Context: an optimization exercise on an open-source flow, tuned for small area and few clock cycles. The choices shown serve that exercise and are no tape-out recipe. In this exercise RTL edits were held to simulation tests only and were not proved equivalent to the original. Power and IR drop assume default switching activity.

[run.sh]
#!/bin/bash
# synth_recipe.tcl (not shown) runs the flow's synth.tcl, then flattens the netlist and writes it again
# the make line also repeats each setting of config.mk as NAME=value (left out here)
make -C /OpenROAD-flow-scripts/flow DESIGN_CONFIG=/design/flow/config.mk WORK_HOME=/design/flow/orfs CLKGATE_MAP_FILE= SYNTH_SCRIPT=/design/flow/synth_recipe.tcl finish
[config.mk]
export PLATFORM = sky130hd
export DESIGN_NAME = rv_exec_core
export DESIGN_NICKNAME = rv_exec_core
export VERILOG_FILES = /design/flow/design.v
export SDC_FILE = /design/flow/constraint.sdc
export NUM_CORES = 4
export LEC_CHECK = 0
export CAP_MARGIN = 12
export CELL_PAD_IN_SITES_DETAIL_PLACEMENT = 0
export CELL_PAD_IN_SITES_GLOBAL_PLACEMENT = 0
export CORE_MARGIN = 2
export CORE_UTILIZATION = 58
export CTS_BUF_LIST = sky130_fd_sc_hd__clkbuf_16
export CTS_CLUSTER_DIAMETER = 90
export CTS_CLUSTER_SIZE = 26
export GPL_TIMING_DRIVEN = 0
export PLACE_DENSITY = 0.68
export SLEW_MARGIN = 12
export SYNTH_HIERARCHICAL = 1
export SYNTH_MINIMUM_KEEP_SIZE = 0
[constraint.sdc]
create_clock -name core_clock -period 10.0 [get_ports {clk}]
set_input_delay 2.0000 -clock core_clock [delete_from_list [all_inputs] [get_ports {clk}]]
set_output_delay 2.0000 -clock core_clock [all_outputs]
set_load 0.01 [all_outputs]
[design.v]
package rv_exec_pkg;
   localparam int XLEN   = 32;
   localparam int REG_AW = 5;
   localparam logic [6:0] OPC_R   = 7'b0110011;
   localparam logic [6:0] OPC_I   = 7'b0010011;
   localparam logic [6:0] OPC_LUI = 7'b0110111;
   localparam logic [1:0] CLS_ILL = 2'd0;
   localparam logic [1:0] CLS_R   = 2'd1;
   localparam logic [1:0] CLS_I   = 2'd2;
   localparam logic [1:0] CLS_LUI = 2'd3;
   localparam int QW = 27;
endpackage
`timescale 1ns/1ps
module inst_decoder (
   input  logic [31:0]                inst,
   output logic [rv_exec_pkg::QW-1:0] entry
);
   logic [1:0] cls;
   always_comb begin
      case (inst[6:0])
         rv_exec_pkg::OPC_R:   cls = rv_exec_pkg::CLS_R;
         rv_exec_pkg::OPC_I:   cls = rv_exec_pkg::CLS_I;
         rv_exec_pkg::OPC_LUI: cls = rv_exec_pkg::CLS_LUI;
         default:              cls = rv_exec_pkg::CLS_ILL;
      endcase
   end
   assign entry = {cls, inst[31:7]};
endmodule
module reg_dec_e (
   input  logic [4:0]  r,
   input  logic        en,
   output logic [31:1] sel
);
   logic [3:0] lo;
   logic [7:0] hi;
   for (genvar k = 0; k < 4; k++) begin : g_lo
      assign lo[k] = (r[1:0] == 2'(k));
   end
   for (genvar k = 0; k < 8; k++) begin : g_hi
      assign hi[k] = en && (r[4:2] == 3'(k));
   end
   for (genvar i = 1; i < 32; i++) begin : g_sel
      assign sel[i] = hi[i/4] && lo[i%4];
   end
endmodule
module reg_dec_ve (
   input  logic [4:0]  r,
   input  logic        en,
   input  logic [31:1] v,
   output logic [31:1] sel
);
   logic [3:0] lo;
   logic [7:0] hi;
   for (genvar k = 0; k < 4; k++) begin : g_lo
      assign lo[k] = (r[1:0] == 2'(k));
   end
   for (genvar k = 0; k < 8; k++) begin : g_hi
      assign hi[k] = en && (r[4:2] == 3'(k));
   end
   for (genvar i = 1; i < 32; i++) begin : g_sel
      assign sel[i] = v[i] && hi[i/4] && lo[i%4];
   end
endmodule
module reg_dec_v (
   input  logic [4:0]  r,
   input  logic [31:1] v,
   output logic [31:1] sel
);
   logic [3:0] lo;
   logic [7:0] hi;
   for (genvar k = 0; k < 4; k++) begin : g_lo
      assign lo[k] = (r[1:0] == 2'(k));
   end
   for (genvar k = 0; k < 8; k++) begin : g_hi
      assign hi[k] = (r[4:2] == 3'(k));
   end
   for (genvar i = 1; i < 32; i++) begin : g_sel
      assign sel[i] = v[i] && hi[i/4] && lo[i%4];
   end
endmodule
`timescale 1ns/1ps
module hold_bit (
   input  logic q,
   input  logic d,
   input  logic en,
   input  logic en_n,
   output logic y
);
   assign y = (q & en_n) | (d & en);
endmodule
module hold_word #(
   parameter int W = 32
) (
   input  logic [W-1:0] q,
   input  logic [W-1:0] d,
   input  logic         en,
   input  logic         en_n,
   output logic [W-1:0] y
);
   for (genvar j = 0; j < W; j++) begin : g_b
      hold_bit u_b (.q(q[j]), .d(d[j]), .en(en), .en_n(en_n), .y(y[j]));
   end
endmodule
module ao222n (
   input  logic [2:0] d,
   input  logic [2:0] s,
   output logic       y_n
);
   assign y_n = !(|(d & s));
endmodule
module q_rd_bit (
   input  logic [4:0] d,
   input  logic [4:0] s,
   output logic       q
);
   logic y_n;
   ao222n u0 (.d(d[2:0]), .s(s[2:0]), .y_n(y_n));
   assign q = !y_n || (d[3] && s[3]) || (d[4] && s[4]);
endmodule
module q_rd #(
   parameter int W = rv_exec_pkg::QW
) (
   input  logic [5*W-1:0] d,
   input  logic [4:0]     s,
   output logic [W-1:0]   q
);
   for (genvar j = 0; j < W; j++) begin : g_b
      logic [4:0] col;
      for (genvar i = 0; i < 5; i++) begin : g_c
         assign col[i] = d[W*i + j];
      end
      q_rd_bit u_b (.d(col), .s(s), .q(q[j]));
   end
endmodule
`timescale 1ns/1ps
module or10x (
   input  logic [9:0] y_n,
   input  logic       d0, s0, d1, s1,
   output logic       q
);
   assign q = !(&y_n) || (d0 && s0) || (d1 && s1);
endmodule
module or11n (
   input  logic [10:0] y_n,
   output logic        q
);
   assign q = !(&y_n);
endmodule
module rf_rd_bit (
   input  logic [31:1] d,
   input  logic [31:1] s,
   output logic        q
);
   logic [10:0] y_n;
   for (genvar g = 0; g < 10; g++) begin : g_grp
      ao222n u_g (.d(d[3*g+3:3*g+1]), .s(s[3*g+3:3*g+1]), .y_n(y_n[g]));
   end
   assign y_n[10] = !(d[31] && s[31]);
   or11n u_or (.y_n(y_n), .q(q));
endmodule
module rf_rd_bit_x (
   input  logic [31:1] d,
   input  logic [31:1] s,
   input  logic        xd,
   input  logic        xs,
   output logic        q
);
   logic [9:0] y_n;
   for (genvar g = 0; g < 10; g++) begin : g_grp
      ao222n u_g (.d(d[3*g+3:3*g+1]), .s(s[3*g+3:3*g+1]), .y_n(y_n[g]));
   end
   or10x u_or (.y_n(y_n), .d0(d[31]), .s0(s[31]), .d1(xd), .s1(xs), .q(q));
endmodule
module rf_rd (
   input  logic [32*31-1:0] d,
   input  logic [31:1]      s,
   output logic [31:0]      q
);
   for (genvar j = 0; j < 32; j++) begin : g_b
      logic [31:1] col;
      for (genvar i = 1; i < 32; i++) begin : g_c
         assign col[i] = d[32*(i-1) + j];
      end
      rf_rd_bit u_b (.d(col), .s(s), .q(q[j]));
   end
endmodule
module rf_rd_x (
   input  logic [32*31-1:0] d,
   input  logic [31:1]      s,
   input  logic [31:0]      xd,
   input  logic             xs,
   output logic [31:0]      q
);
   for (genvar j = 0; j < 32; j++) begin : g_b
      logic [31:1] col;
      for (genvar i = 1; i < 32; i++) begin : g_c
         assign col[i] = d[32*(i-1) + j];
      end
      rf_rd_bit_x u_b (.d(col), .s(s), .xd(xd[j]), .xs(xs), .q(q[j]));
   end
endmodule
module bk_carry (
   input  logic [31:0] g,
   input  logic [31:0] p,
   input  logic        cin,
   output logic [32:0] c
);
   logic [31:0] gg, pp;
   always_comb begin
      gg = g;
      pp = p;
      gg[0] = g[0] | (p[0] & cin);
      for (int d = 1; d < 32; d = d * 2) begin
         for (int i = 0; i < 32; i++) begin
            if ((i + 1) % (2 * d) == 0) begin
               gg[i] = gg[i] | (pp[i] & gg[i-d]);
               pp[i] = pp[i] & pp[i-d];
            end
         end
      end
      for (int d = 8; d >= 1; d = d / 2) begin
         for (int i = 0; i < 32; i++) begin
            if ((i + 1) % (2 * d) == d && i >= 3 * d - 1) begin
               gg[i] = gg[i] | (pp[i] & gg[i-d]);
               pp[i] = pp[i] & pp[i-d];
            end
         end
      end
   end
   assign c = {gg, cin};
endmodule
module mux2n (
   input  logic a,
   input  logic b,
   input  logic s,
   output logic y_n
);
   assign y_n = !(s ? b : a);
endmodule
module shr32 (
   input  logic [31:0] x,
   input  logic        rev,
   input  logic [4:0]  shamt,
   input  logic        fill,
   output logic [31:0] y
);
   logic [31:0] lv [6];
   logic [5:0]  f;    
   for (genvar j = 0; j < 32; j++) begin : g_rev
      mux2n u_m (.a(x[j]), .b(x[31-j]), .s(rev), .y_n(lv[0][j]));
   end
   assign f[0] = !fill;
   for (genvar k = 0; k < 5; k++) begin : g_lvl
      assign f[k+1] = !f[k];
      for (genvar j = 0; j < 32; j++) begin : g_b
         if (j + (1 << (4-k)) < 32) begin : g_in
            mux2n u_m (.a(lv[k][j]), .b(lv[k][j + (1 << (4-k))]), .s(shamt[4-k]), .y_n(lv[k+1][j]));
         end else begin : g_fill
            mux2n u_m (.a(lv[k][j]), .b(f[k]), .s(shamt[4-k]), .y_n(lv[k+1][j]));
         end
      end
   end
   assign y = lv[5];
endmodule
module pg_bit (
   input  logic a,
   input  logic b,
   input  logic sub,
   output logic p,
   output logic g
);
   logic bx;
   assign bx = b ^ sub;
   assign p  = a ^ bx;
   assign g  = a & bx;
endmodule
module alu_bit_x (
   input  logic p, g, c, sr, sl, x,
   input  logic en_p, s_c, s_g, s_r, s_l, s_x,
   output logic y
);
   assign y = ((p & en_p) ^ (c & s_c)) | (g & s_g) | (sr & s_r) | (sl & s_l) | (x & s_x);
endmodule
module alu_bit (
   input  logic p, g, c, sr, sl,
   input  logic en_p, s_c, s_g, s_r, s_l,
   output logic y
);
   assign y = ((p & en_p) ^ (c & s_c)) | (g & s_g) | (sr & s_r) | (sl & s_l);
endmodule
module alu (
   input  logic [31:0] a,
   input  logic [31:0] b,
   input  logic [2:0]  f3,
   input  logic        alt,
   input  logic        is_r,
   input  logic        is_lui,
   input  logic        legal,
   input  logic [19:0] imm20,
   output logic [31:0] value
);
   logic        sub, op;
   logic [31:0] p, g;
   logic [32:0] c;
   logic        lt;
   logic [31:0] sh;
   logic        en_p, s_c, s_g, s_r, s_l, s_lt;
   assign sub = (f3 == 3'd2) || (f3 == 3'd3) || (is_r && alt && f3 == 3'd0);
   for (genvar j = 0; j < 32; j++) begin : g_pg
      pg_bit u_pg (.a(a[j]), .b(b[j]), .sub(sub), .p(p[j]), .g(g[j]));
   end
   bk_carry u_carry (.g(g), .p(p), .cin(sub), .c(c));
   assign lt = f3[0] ? !c[32] : (p[31] ? !c[31] : a[31]);
   shr32 u_shr (.x(a), .rev(!f3[2]), .shamt(b[4:0]), .fill(f3[2] && alt && a[31]), .y(sh));
   assign op   = legal && !is_lui;
   assign en_p = op && (f3 == 3'd0 || f3 == 3'd4 || f3 == 3'd6);
   assign s_c  = op && (f3 == 3'd0);
   assign s_g  = op && (f3 == 3'd6 || f3 == 3'd7);
   assign s_r  = op && (f3 == 3'd5);
   assign s_l  = op && (f3 == 3'd1);
   assign s_lt = op && (f3 == 3'd2 || f3 == 3'd3);
   alu_bit_x u_b0 (
      .p(p[0]), .g(g[0]), .c(c[0]), .sr(sh[0]), .sl(sh[31]), .x(lt),
      .en_p(en_p), .s_c(s_c), .s_g(s_g), .s_r(s_r), .s_l(s_l), .s_x(s_lt),
      .y(value[0])
   );
   for (genvar j = 1; j < 12; j++) begin : g_lo
      alu_bit u_b (
         .p(p[j]), .g(g[j]), .c(c[j]), .sr(sh[j]), .sl(sh[31-j]),
         .en_p(en_p), .s_c(s_c), .s_g(s_g), .s_r(s_r), .s_l(s_l),
         .y(value[j])
      );
   end
   for (genvar j = 12; j < 32; j++) begin : g_hi
      alu_bit_x u_b (
         .p(p[j]), .g(g[j]), .c(c[j]), .sr(sh[j]), .sl(sh[31-j]), .x(imm20[j-12]),
         .en_p(en_p), .s_c(s_c), .s_g(s_g), .s_r(s_r), .s_l(s_l), .s_x(is_lui),
         .y(value[j])
      );
   end
endmodule
module exec_unit (
   input  logic [rv_exec_pkg::QW-1:0] entry,
   input  logic [32*31-1:0]           rf,
   input  logic [31:1]                rf_v,
   output logic [4:0]                 rd,
   output logic [31:0]                value,
   output logic                       illegal,
   output logic                       legal
);
   logic [1:0]  cls;
   logic [4:0]  rs1, rs2;
   logic [2:0]  f3;
   logic        alt;
   logic [11:0] imm12;
   logic [19:0] imm20;
   logic        is_r, is_i, is_lui;
   logic [31:1] sel1, sel2;
   logic [31:0] a, b;
   assign cls   = entry[26:25];
   assign imm20 = entry[24:5];      
   assign imm12 = entry[24:13];     
   assign alt   = entry[23];        
   assign rs2   = entry[17:13];     
   assign rs1   = entry[12:8];      
   assign f3    = entry[7:5];       
   assign is_r    = (cls == rv_exec_pkg::CLS_R);
   assign is_i    = (cls == rv_exec_pkg::CLS_I);
   assign is_lui  = (cls == rv_exec_pkg::CLS_LUI);
   assign legal   = (cls != rv_exec_pkg::CLS_ILL);
   assign illegal = !legal;
   assign rd      = legal ? entry[4:0] : 5'd0;
   reg_dec_v  u_dec1 (.r(rs1), .v(rf_v), .sel(sel1));
   reg_dec_ve u_dec2 (.r(rs2), .en(is_r), .v(rf_v), .sel(sel2));
   rf_rd   u_rd1 (.d(rf), .s(sel1), .q(a));
   rf_rd_x u_rd2 (.d(rf), .s(sel2), .xd({{20{imm12[11]}}, imm12}), .xs(is_i), .q(b));
   alu u_alu (
      .a      (a),
      .b      (b),
      .f3     (f3),
      .alt    (alt),
      .is_r   (is_r),
      .is_lui (is_lui),
      .legal  (legal),
      .imm20  (imm20),
      .value  (value)
   );
endmodule
`timescale 1ns/1ps
module rv_exec_core (
   input  logic        clk,
   input  logic        arst_n,
   input  logic        inst_valid,
   output logic        inst_ready,
   input  logic [31:0] inst,
   output logic        res_valid,
   input  logic        res_ready,
   output logic [4:0]  res_rd,
   output logic [31:0] res_value,
   output logic        res_illegal
);
   localparam int QW    = rv_exec_pkg::QW;
   localparam int DEPTH = 5;
   logic [QW-1:0]       q_mem [DEPTH];
   logic [DEPTH*QW-1:0] q_flat;
   logic [DEPTH-1:0]    wp, rp;
   logic [2:0]          count;
   logic [QW-1:0]       in_entry, head;
   logic                full, q_valid, push, exec;
   logic [31:0]      rf [1:31];
   logic [32*31-1:0] rf_flat;
   logic [31:1]      rf_v;
   logic [31:1]      we;
   logic [4:0]       x_rd;
   logic [31:0]      x_value;
   logic             x_illegal, x_legal;
   assign full       = (count == 3'(DEPTH));
   assign q_valid    = (count != 3'd0);
   assign inst_ready = !full;
   assign push       = inst_valid && !full;
   assign exec       = q_valid && (!res_valid || res_ready);
   inst_decoder u_inst_decoder (.inst(inst), .entry(in_entry));
   for (genvar k = 0; k < DEPTH; k++) begin : g_q
      assign q_flat[QW*k +: QW] = q_mem[k];
      logic [QW-1:0] nxt;
      logic          en;
      assign en = push && wp[k];
      hold_word #(.W(QW)) u_h (.q(q_mem[k]), .d(in_entry), .en(en), .en_n(!en), .y(nxt));
      always_ff @(posedge clk) q_mem[k] <= nxt;
   end
   q_rd u_q_rd (.d(q_flat), .s(rp), .q(head));
   always_ff @(posedge clk or negedge arst_n) begin
      if (!arst_n) begin
         wp    <= DEPTH'(1);
         rp    <= DEPTH'(1);
         count <= '0;
      end else begin
         if (push) wp <= {wp[DEPTH-2:0], wp[DEPTH-1]};
         if (exec) rp <= {rp[DEPTH-2:0], rp[DEPTH-1]};
         if (push && !exec) count <= count + 1'b1;
         else if (exec && !push) count <= count - 1'b1;
      end
   end
   exec_unit u_exec_unit (
      .entry   (head),
      .rf      (rf_flat),
      .rf_v    (rf_v),
      .rd      (x_rd),
      .value   (x_value),
      .illegal (x_illegal),
      .legal   (x_legal)
   );
   reg_dec_e u_wdec (.r(head[4:0]), .en(exec && x_legal), .sel(we));
   for (genvar i = 1; i < 32; i++) begin : g_rf
      assign rf_flat[32*(i-1) +: 32] = rf[i];
      logic [31:0] nxt;
      hold_word #(.W(32)) u_h (.q(rf[i]), .d(x_value), .en(we[i]), .en_n(!we[i]), .y(nxt));
      always_ff @(posedge clk) rf[i] <= nxt;
   end
   always_ff @(posedge clk or negedge arst_n) begin
      if (!arst_n) begin
         rf_v      <= '0;
         res_valid <= 1'b0;
      end else begin
         rf_v <= rf_v | we;
         if (exec) res_valid <= 1'b1;
         else if (res_ready) res_valid <= 1'b0;
      end
   end
   logic [37:0] res_nxt;
   hold_word #(.W(38)) u_h_res (
      .q    ({res_rd, res_value, res_illegal}),
      .d    ({x_rd, x_value, x_illegal}),
      .en   (exec),
      .en_n (!exec),
      .y    (res_nxt)
   );
   always_ff @(posedge clk) {res_rd, res_value, res_illegal} <= res_nxt;
endmodule
==> flow_summary.json, run 1 <==
{
  "syn_to_final_growth_pct": 12.49,
  "clkTransAtPathRegs_ns": 0.11,
  "clock_skew_ns": 0.05160,
  "cts-resized-gates": 0,
  "portBuffers": 50,
  "r2r_start": "rp[2]$_DFFE_PN0P_",
  "detail_route.wl_per_cell_um": 41.53,
  "vias": 48310,
  "cts_hold_buffers": 0,
  "cts_made_buffers": 54,
  "status": "finished with violations",
  "final_layout_size_suffix_gt1_share_pct": 10.40,
  "use_met3_pct": 21.65,
  "period_needed_ns": 9.507,
  "grt.total_usage_pct": 50.11,
  "pin_count": 76,
  "clockRootBuffer": "clkbuf_16",
  "ys.flop_type": "dfxtp_1",
  "timing.slew.headroom_pct": -2.394,
  "drtAntennaViolNets": 0,
  "place_area_um2": 54560,
  "fp.dieH_um": 297.2,
  "period_share_pct": 95.07,
  "worst_pin_slew_ns": 1.536,
  "endpoint_kind": "flop",
  "p_per_area_nw_per_um2": 135.6,
  "row_count": 107,
  "max_cap_violations": 0,
  "syn-num-nets": 4302,
  "yosysWarnings": 15,
  "power_leakage_nw": 21.14,
  "cts_tree": "done",
  "final_util_pct": 65.87,
  "rsz0062_at_grt": "false",
  "worst-setup-path-type": "reg2reg",
  "ys_async_sr_fraction_pct": 3.719,
  "clockBufferDepth": 3,
  "fin_area_um2": 56090,
  "cpMaxStageDelayCell": "a222oi_1",
  "vdd_ir_drop_max_mv": 0.1661,
  "use_met2_pct": 68.16,
  "drt_first_pass_iters": 15,
  "ys_seq_elements": 1210,
  "placedCellCount": 5525,
  "hold_path_class": "reg2reg",
  "syn-cell-area_um2": 49860,
  "final-instance-count-excl-fill": 5607,
  "grt_pass1_vias": 43550,
  "clock_sinks": 1210,
  "max_freq_mhz": 105.2,
  "use_met1_pct": 63.04,
  "cp.required_ns": 10.58,
  "antenna_found_initial": 27,
  "post_cts_buffers": 0,
  "drc": 0,
  "fin_nets": 4509,
  "dieWidth_um": 297.2,
  "critPathLaunchType": "flop",
  "grt.overflow.total": 0,
  "vias_per_cell": 8.616,
  "first_iter_violations": 11040,
  "finalPower_w": 0.007605,
  "grt_pass1_wl_um": 325900,
  "synth_enable_flop_cells": 0,
  "crit_path_max_fanout": 32,
  "dp_hpwl_um": 152400,
  "synth_cell_type_count": 68,
  "critPathArrivalTime_ns": 10.09,
  "start_util_pct": 58.56,
  "startpoint": "rp[2]$_DFFE_PN0P_",
  "cts-htree-levels": 2,
  "slew_violations": 3,
  "seq_area_frac_synth_pct": 49.04,
  "hold_viol": 0,
  "die-area_um2": 88330,
  "core_area_um2": 85150,
  "so_faults": "max-slew violations",
  "cp_slowest_stage_delay_ns": 1.39,
  "busiest_layer": "met2",
  "holdCritStartpoint": "rf_v[3]$_DFF_PN0_",
  "avgSynthCellArea_um2": 11.78,
  "cp_cell_sequence": "a222oi_1 > nand2_1 > nor3_1 > and3_2 > a222oi_1 > nand4_1 > or3_1 > ha_1 > nand2_1 > o21a_1 > o21ai_0 > a211oi_1 > a21oi_2 > a221o_1 > a31oi_4 > o21bai_1 > and2_1 > o31ai_1 > a22oi_1 > nand3_2 > buf_16 > a22o_1",
  "routabilityCongestion": 1.030,
  "netlist_instances": 4232,
  "setup_violations": 0,
  "clk_latency_ns": 0.72,
  "wirelength_um": 232800,
  "grt_max_degree": 40
}
[per-module statistics from Yosys, one instance, submodules excluded, excerpt]
module / cells inside / area (um^2) / flops+latches / copies in the design
rv_exec_core: 1310 / 25110 / 1210 / 1
bk_carry: 82 / 539.3 / 0 / 1
reg_dec_ve: 43 / 307.8 / 0 / 1
reg_dec_e: 46 / 226.5 / 0 / 1
inst_decoder: 31 / 222.7 / 0 / 1
alu: 17 / 120.1 / 0 / 1
exec_unit: 12 / 86.33 / 0 / 1
alu_bit_x: 6 / 36.28 / 0 / 21
q_rd_bit: 2 / 11.26 / 0 / 27
ao222n: 1 / 10.01 / 0 / 667
mux2n: 1 / 10.01 / 0 / 192
shr32: 1 / 3.754 / 0 / 1
[cell families (layout without fill, tap and decap cells)]
family	after synthesis	count (layout)	synth area share [%]
xor+xnor	68	68	1.194
simple gates	628	628	7.285
buf+inv	79	299	0.8281
other cells	0	11	0
compound gates	2010	2010	36.65
mux	203	203	4.140
fa+ha+maj	34	34	0.8682
flops	1210	1210	49.04
[per-stage QoR]
stage,setup slack (ns),hold WS [ns],TNS (ns)
2_1_floorplan,2.801,0.4427,0
3_3_place_gp,-0.5285,0.4569,-145.04
3_5_place_dp,1.432,0.4566,0
5_1_grt,0.6789,0.4978,0
4_1_cts,1.406,0.4814,0
6_report,0.4933,0.4874,0
[worst paths after layout]
| path | to | slack (ns) | cells past startpoint |
|---|---|---|---|
| hold / removal | rf_v[3]$_DFF_PN0_ | 0.49 | 1 |
| setup / recovery | rf[3][0]$_DFF_P_ | 0.49 | 22 |
| min in group asynchronous | count[2]$_DFFE_PN0P_ | 1.25 | 1 |
| setup reg to reg | rf[3][0]$_DFF_P_ | 0.49 | 22 |
| hold reg to reg | rf_v[3]$_DFF_PN0_ | 0.49 | 1 |
| max in group asynchronous | rf_v[2]$_DFF_PN0_ | 8.18 | 2 |
[per-layer routing]
| layer | vias up | part of all wire, % |
|---|---|---|
| met5 | - | 0.14 |
| met4 | 32 | 9.4 |
| met3 | 968 | 16 |
| met2 | 4282 | 39 |
| met1 | 23720 | 35 |
| li1 | 19310 | - |
[registers in the layout (all words and copies together) (netlist names)]
signal,flops
rp,5
res_value,32
res_rd,5
count,3
wp,5
rf,992
res_illegal,1
rf_v,31
res_valid,1
q_mem,135
[placed cells by master, fill, tap and decap left out, types with 30 or more instances in the layout]
cell type        instances
buf_4                   30
a22o_1                1197
nand4_1                130
or3_1                   32
xnor2_1                 33
or2_2                   31
and3_2                  68
dfrtp_1                 43
a222oi_1               678
nor2_4                  31
or4_4                   32
mux2i_1                192
ha_1                    33
dfxtp_1               1165
buf_12                  40
buf_16                  50
clkdlybuf4s50_1         49
inv_2                   34
a22oi_1                 69
clkbuf_16               55
xor2_1                  35
nand2_1                168
nand3_1                 34
[layout make-up]
type	count	area, um^2
Fill cell	6809	29060
Multi-Input combinational cell	2943	25510
Sequential cell	1210	24450
Timing Repair Buffer	151	2770
Tap cell	1144	1431
Clock buffer	55	1376
Buffer	32	236.5
Inverter	47	176.4
Clock inverter	14	108.9
Antenna cell	11	27.53
[critical path: cells and delay by family, from the launching register on]
family / cells / cell delay, ns
AO/OA/AOI/OAI: 12 / 3.67
AND/OR/NAND/NOR: 8 / 3.63
flip-flops: 1 / 1.19
adder cells (fa/ha/maj): 1 / 0.45
buffers and inverters: 1 / 0.36
[power breakdown]
group / leakage [nW] / switching (W) / internal, W
clock: 0.758 / 0.00162 / 0.00101
sequential: 9.99 / 0.0000141 / 0.00483
combinational: 10.4 / 0.0000815 / 0.0000550
[synthesized netlist by cell type (14+ instances only)]
library cell | n | area [um^2]
xor2_1 | 35 | 306.5
a22oi_1 | 69 | 518.0
or2_2 | 31 | 193.9
a21oi_1 | 14 | 70.07
inv_1 | 45 | 168.9
nand3_1 | 55 | 275.3
a21o_1 | 25 | 187.7
nand4_1 | 130 | 813.3
nand2_1 | 179 | 671.9
a22o_1 | 1197 | 10480
dfrtp_1 | 43 | 1076
or3_1 | 32 | 200.2
a222oi_1 | 678 | 6787
mux2i_1 | 192 | 1922
xnor2_1 | 33 | 289.0
ha_1 | 33 | 412.9
dfxtp_1 | 1165 | 23320
nor2_1 | 40 | 150.1
and3_1 | 61 | 381.6
buf_4 | 27 | 202.7
or4_4 | 32 | 360.4
Testbench counts, summed over its fixed seeds: cycles 18,370.
==> run 2: changes to the inputs <==
--- a/design.v
+++ b/design.v
@@ -176,2 +176,3 @@
    input  logic [31:1]      s,
+   input  logic [31:1]      sh,
    output logic [31:0]      q
@@ -183,3 +184,3 @@
       end
-      rf_rd_bit u_b (.d(col), .s(s), .q(q[j]));
+      rf_rd_bit u_b (.d(col), .s(j < 16 ? s : sh), .q(q[j]));
    end
@@ -189,2 +190,3 @@
    input  logic [31:1]      s,
+   input  logic [31:1]      sh,
    input  logic [31:0]      xd,
@@ -198,3 +200,3 @@
       end
-      rf_rd_bit_x u_b (.d(col), .s(s), .xd(xd[j]), .xs(xs), .q(q[j]));
+      rf_rd_bit_x u_b (.d(col), .s(j < 16 ? s : sh), .xd(xd[j]), .xs(xs), .q(q[j]));
    end
@@ -357,3 +359,3 @@
    logic        is_r, is_i, is_lui;
-   logic [31:1] sel1, sel2;
+   logic [31:1] sel1, sel2, sel1h, sel2h;
    logic [31:0] a, b;
@@ -372,6 +374,8 @@
    assign rd      = legal ? entry[4:0] : 5'd0;
-   reg_dec_v  u_dec1 (.r(rs1), .v(rf_v), .sel(sel1));
-   reg_dec_ve u_dec2 (.r(rs2), .en(is_r), .v(rf_v), .sel(sel2));
-   rf_rd   u_rd1 (.d(rf), .s(sel1), .q(a));
-   rf_rd_x u_rd2 (.d(rf), .s(sel2), .xd({{20{imm12[11]}}, imm12}), .xs(is_i), .q(b));
+   reg_dec_v  u_dec1  (.r(rs1), .v(rf_v), .sel(sel1));
+   reg_dec_v  u_dec1h (.r(rs1), .v(rf_v), .sel(sel1h));
+   reg_dec_ve u_dec2  (.r(rs2), .en(is_r), .v(rf_v), .sel(sel2));
+   reg_dec_ve u_dec2h (.r(rs2), .en(is_r), .v(rf_v), .sel(sel2h));
+   rf_rd   u_rd1 (.d(rf), .s(sel1), .sh(sel1h), .q(a));
+   rf_rd_x u_rd2 (.d(rf), .s(sel2), .sh(sel2h), .xd({{20{imm12[11]}}, imm12}), .xs(is_i), .q(b));
    alu u_alu (
@@ -412,3 +416,3 @@
    logic [31:1]      rf_v;
-   logic [31:1]      we;
+   logic [31:1]      we, weh;
    logic [4:0]       x_rd;
@@ -452,3 +456,4 @@
    );
-   reg_dec_e u_wdec (.r(head[4:0]), .en(exec && x_legal), .sel(we));
+   reg_dec_e u_wdec  (.r(head[4:0]), .en(exec && x_legal), .sel(we));
+   reg_dec_e u_wdech (.r(head[4:0]), .en(exec && x_legal), .sel(weh));
    for (genvar i = 1; i < 32; i++) begin : g_rf
@@ -456,3 +461,4 @@
       logic [31:0] nxt;
-      hold_word #(.W(32)) u_h (.q(rf[i]), .d(x_value), .en(we[i]), .en_n(!we[i]), .y(nxt));
+      hold_word #(.W(16)) u_h  (.q(rf[i][15:0]), .d(x_value[15:0]), .en(we[i]), .en_n(!we[i]), .y(nxt[15:0]));
+      hold_word #(.W(16)) u_hh (.q(rf[i][31:16]), .d(x_value[31:16]), .en(weh[i]), .en_n(!weh[i]), .y(nxt[31:16]));
       always_ff @(posedge clk) rf[i] <= nxt;
--- a/config.mk
+++ b/config.mk
@@ -7,3 +7,3 @@
 export LEC_CHECK = 0
-export CAP_MARGIN = 12
+export CAP_MARGIN = 10
 export CELL_PAD_IN_SITES_DETAIL_PLACEMENT = 0
@@ -11,3 +11,3 @@
 export CORE_MARGIN = 2
-export CORE_UTILIZATION = 58
+export CORE_UTILIZATION = 55
 export CTS_BUF_LIST = sky130_fd_sc_hd__clkbuf_16
@@ -16,4 +16,4 @@
 export GPL_TIMING_DRIVEN = 0
-export PLACE_DENSITY = 0.68
-export SLEW_MARGIN = 12
+export PLACE_DENSITY = 0.65
+export SLEW_MARGIN = 10
 export SYNTH_HIERARCHICAL = 1
==> run 2 against run 1 <==
Compared with the run above:
- fails the layout checks on max-capacitance violations, max-slew violations, negative setup slack
- synthesized cell count increased by 3.9%
- core utilization decreased by 5.1 points
- hold slack improved by 0.0054 ns
- worst setup slack got worse by 0.55 ns
- die area increased by 7.4%
- clock power decreased by 2%
- highest routed layer unchanged
==> flow_summary.json, run 2 <==
{
  "final_layout_size_suffix_gt1_share_pct": 7.953,
  "synth_most_common_cell": "a22o_1",
  "cpMaxStageDelayCell": "dfrtp_1",
  "drt_first_pass_iters": 17,
  "antenna_found_initial": 18,
  "grt_pass1_wl_um": 304500,
  "dieWidth_um": 308.0,
  "seq_area_frac_synth_pct": 48.10,
  "vias_per_cell": 8.349,
  "yosysWarnings": 15,
  "finalSetupTns_ns": -0.6318,
  "wirelength_um": 217600,
  "cp_slowest_stage_delay_ns": 1.18,
  "ys.flop_type": "dfxtp_1",
  "crit_path_max_fanout": 33,
  "max_cap_violations": 2,
  "fin_ws_ns": -0.05744,
  "largest_reg_flops": 992,
  "crit_buf_inv": 2,
  "endpoint_kind": "flop",
  "cts_hold_buffers": 0,
  "clock_skew_ns": 0.03815,
  "ys_async_sr_fraction_pct": 3.719,
  "cts-resized-gates": 0,
  "dp_hpwl_um": 148100,
  "power_leakage_nw": 21.18,
  "layout_commonest_cell": "a22o_1",
  "grt_max_degree": 40,
  "netlist_instances": 4399,
  "synth_cell_type_count": 68,
  "yosys-top-cells-count": "a22o_1, dfxtp_1, a222oi_1, mux2i_1, nand2_1",
  "ys_seq_elements": 1210,
  "rsz0062_at_grt": "false",
  "clockRootBuffer": "clkbuf_16",
  "avgSynthCellArea_um2": 11.56,
  "max_freq_mhz": 99.43,
  "syn_to_final_growth_pct": 9.561,
  "grt.overflow.total": 0,
  "cts-htree-levels": 2,
  "critPathArrivalTime_ns": 10.65,
  "yosysTopAreaCellShare_pct": 45.88,
  "pin_count": 76,
  "period_share_pct": 100.6,
  "drc": 0,
  "synth_enable_flop_cells": 0,
  "cp_common_cell": "a222oi_1",
  "so_faults": "max-capacitance violations, max-slew violations, negative setup slack",
  "vias": 48220,
  "place_area_um2": 54120,
  "clkTransAtPathRegs_ns": 0.10,
  "hold_viol": 0,
  "detail_route.wl_per_cell_um": 37.67,
  "first_iter_violations": 11700,
  "clock_sinks": 1210,
  "syn-cell-area_um2": 50840,
  "setup_violations": 16,
  "cp.required_ns": 10.60,
  "cts_tree": "done",
  "critical_path.top_delay_family": "simple AND/OR/NAND/NOR gates",
  "final_cell_mix": "a22o_1, dfxtp_1, a222oi_1, mux2i_1, nand2_1",
  "top_register": "rf",
  "grt.total_usage_pct": 43.35,
  "drtAntennaViolNets": 0,
  "critPathLaunchType": "flop",
  "period_needed_ns": 10.06,
  "synth_largest_area_cell": "dfxtp_1",
  "clockBufferDepth": 3,
  "die-area_um2": 94880,
  "fp.dieH_um": 308.0,
  "cts_made_buffers": 53,
  "reg2reg_slack_ns": -0.06,
  "core_area_um2": 91660,
  "grt_pass1_vias": 42780,
  "status": "finished with violations",
  "post_cts_buffers": 0,
  "syn-num-nets": 4469,
  "worst-setup-path-type": "reg2reg",
  "hold_path_class": "reg2reg",
  "timing.slew.headroom_pct": -5.736,
  "fin_nets": 4629,
  "clk_latency_ns": 0.73,
  "row_count": 111,
  "vdd_ir_drop_max_mv": 0.1344,
  "portBuffers": 50,
  "hold_ws_ns": 0.4928,
  "fin_area_um2": 55700,
  "nFillCells": 7771,
  "start_util_pct": 55.46,
  "synthTopCellsByArea": "dfxtp_1, a22o_1, a222oi_1, mux2i_1, dfrtp_1",
  "p_per_area_nw_per_um2": 135.5,
  "slew_violations": 19,
  "worst_pin_slew_ns": 1.582,
  "routabilityCongestion": 1.026
}
## run 2: changes by cell type after synthesis, moves of 2 or more
cell	delta
nor3b_2	+3
nor2b_1	+5
nand2b_1	+2
nand4bb_1	+3
and4bb_2	+3
and3b_2	+3
and4b_1	+3
and3_1	+61
nor2_1	+34
clkbuf_1	+3
nand4b_1	+3
inv_1	+31
## run 2: power by group
group | switching [W] | leakage, nW | total (W) | internal [W]
combinational | 0.0000816 | 10.4 | 0.000137 | 0.0000550
clock | 0.00160 | 0.740 | 0.00257 | 0.000974
sequential | 0.0000140 | 9.99 | 0.00484 | 0.00483
## run 2: path summary, 6_finish.rpt
path	start	to	cells past startpoint
worst max-delay path	rp[2]$_DFFE_PN0P_	rf[16][0]$_DFF_P_	25
worst min-delay path	q_mem[4][19]$_DFF_P_	q_mem[4][19]$_DFF_P_	1
worst max register to register	rp[2]$_DFFE_PN0P_	rf[16][0]$_DFF_P_	25
worst min register to register	q_mem[4][19]$_DFF_P_	q_mem[4][19]$_DFF_P_	1
max in group asynchronous	arst_n	rf_v[1]$_DFF_PN0_	2
min in group asynchronous	arst_n	rf_v[11]$_DFF_PN0_	1
## run 2: kinds of logic (layout without fill, tap and decap cells)
family                     count (synthesis)  after routing  synth area share (%)
AOI/OAI and AO/OA                       2010           2010                 35.94
xor gates and xnor gates                  68             68                 1.171
adders and majority gates                 34             34                0.8516
buffers and inverters                    113            291                 1.063
DFF                                     1210           1210                 48.10
muxes                                    203            203                 4.061
other                                      0             13                     0
and+or+nand+nor                          761            761                 8.816
## run 2: routing by layer
metal	vias up	global-route usage, %	part of all wire [%]
li1	19770	-	-
met1	24040	59.07	39
met2	3809	59.75	40
met3	591	18.82	16
met4	20	16.91	4.7
met5	-	0.6202	0.18
## run 2: cell type report
| class | instances | area, um^2 | share of cell area [%] |
|---|---|---|---|
| Inverter | 78 | 292.8 | 0.5256 |
| Timing Repair Buffer | 105 | 1554 | 2.790 |
| Antenna cell | 13 | 32.53 | 0.05840 |
| Tap cell | 1186 | 1484 | 2.664 |
| Sequential cell | 1210 | 24450 | 43.90 |
| Clock inverter | 20 | 131.4 | 0.2359 |
| Buffer | 35 | 247.7 | 0.4448 |
| Clock buffer | 53 | 1326 | 2.381 |
| Multi-Input combinational cell | 3076 | 26180 | 47.00 |
## run 2: metrics by stage
| step | setup WS, ns | total power [W] | utilization, % | cells |
|---|---|---|---|---|
| 6_report | -0.05744 | 0.007550 | 60.77 | 5776 |
| 5_1_grt | 0.06613 | 0.007731 | 60.74 | 5765 |
| 4_1_cts | 0.6655 | 0.007561 | 60.64 | 5762 |
| 3_5_place_dp | 0.7246 | 0.005089 | 59.05 | 5689 |
| 3_3_place_gp | -1.066 | 0.005077 | 57.63 | 5635 |
| 2_1_floorplan | 2.705 | 0.005031 | - | 4399 |
## run 2: per-module statistics from Yosys (local to each module, per instance), excerpt
module        flops+latches  cells inside  cell area [um^2]  times used
reg_dec_v                 0            47             326.6           2
ao222n                    0             1             10.01         667
shr32                     0             1             3.754           1
inst_decoder              0            31             222.7           1
reg_dec_ve                0            43             307.8           2
or10x                     0             5             36.28          32
q_rd_bit                  0             2             11.26          27
Testbench counts of run 2, summed over its fixed seeds: cycles 18,370.

==> afterwards: timing with drivers on the ports <==
How much do the figures lean on ideal ports? The routed layouts below were timed once more, with nothing changed but the port constraints.
Step 1: set_driving_cell puts a clkbuf_16 on clk and a buf_2 on each other input, an assumption about the parent block.
Step 2 adds t to the input delays and takes it off the output delays; t is the mean of the earliest and latest rising clock arrival at the registers after step 1. Input paths then give back, and output paths get back, about the clock's delay inside the block.
Three values: ideal ports, drivers, drivers and shift; two values: the first two.
| run | shift t [ns] | setup slack, ns | worst setup path after step 2 | clock arrival spread, ns | slew at the worst register clock pin (ns) |
|---|---|---|---|---|---|
| run 1 | 0.766 | 0.493 / 0.493 / 0.493 | register to register | 0.051 / 0.051 | 0.12 / 0.12 |
| run 2 | 0.789 | -0.057 / -0.057 / -0.057 | register to register | 0.038 / 0.038 | 0.12 / 0.12 |
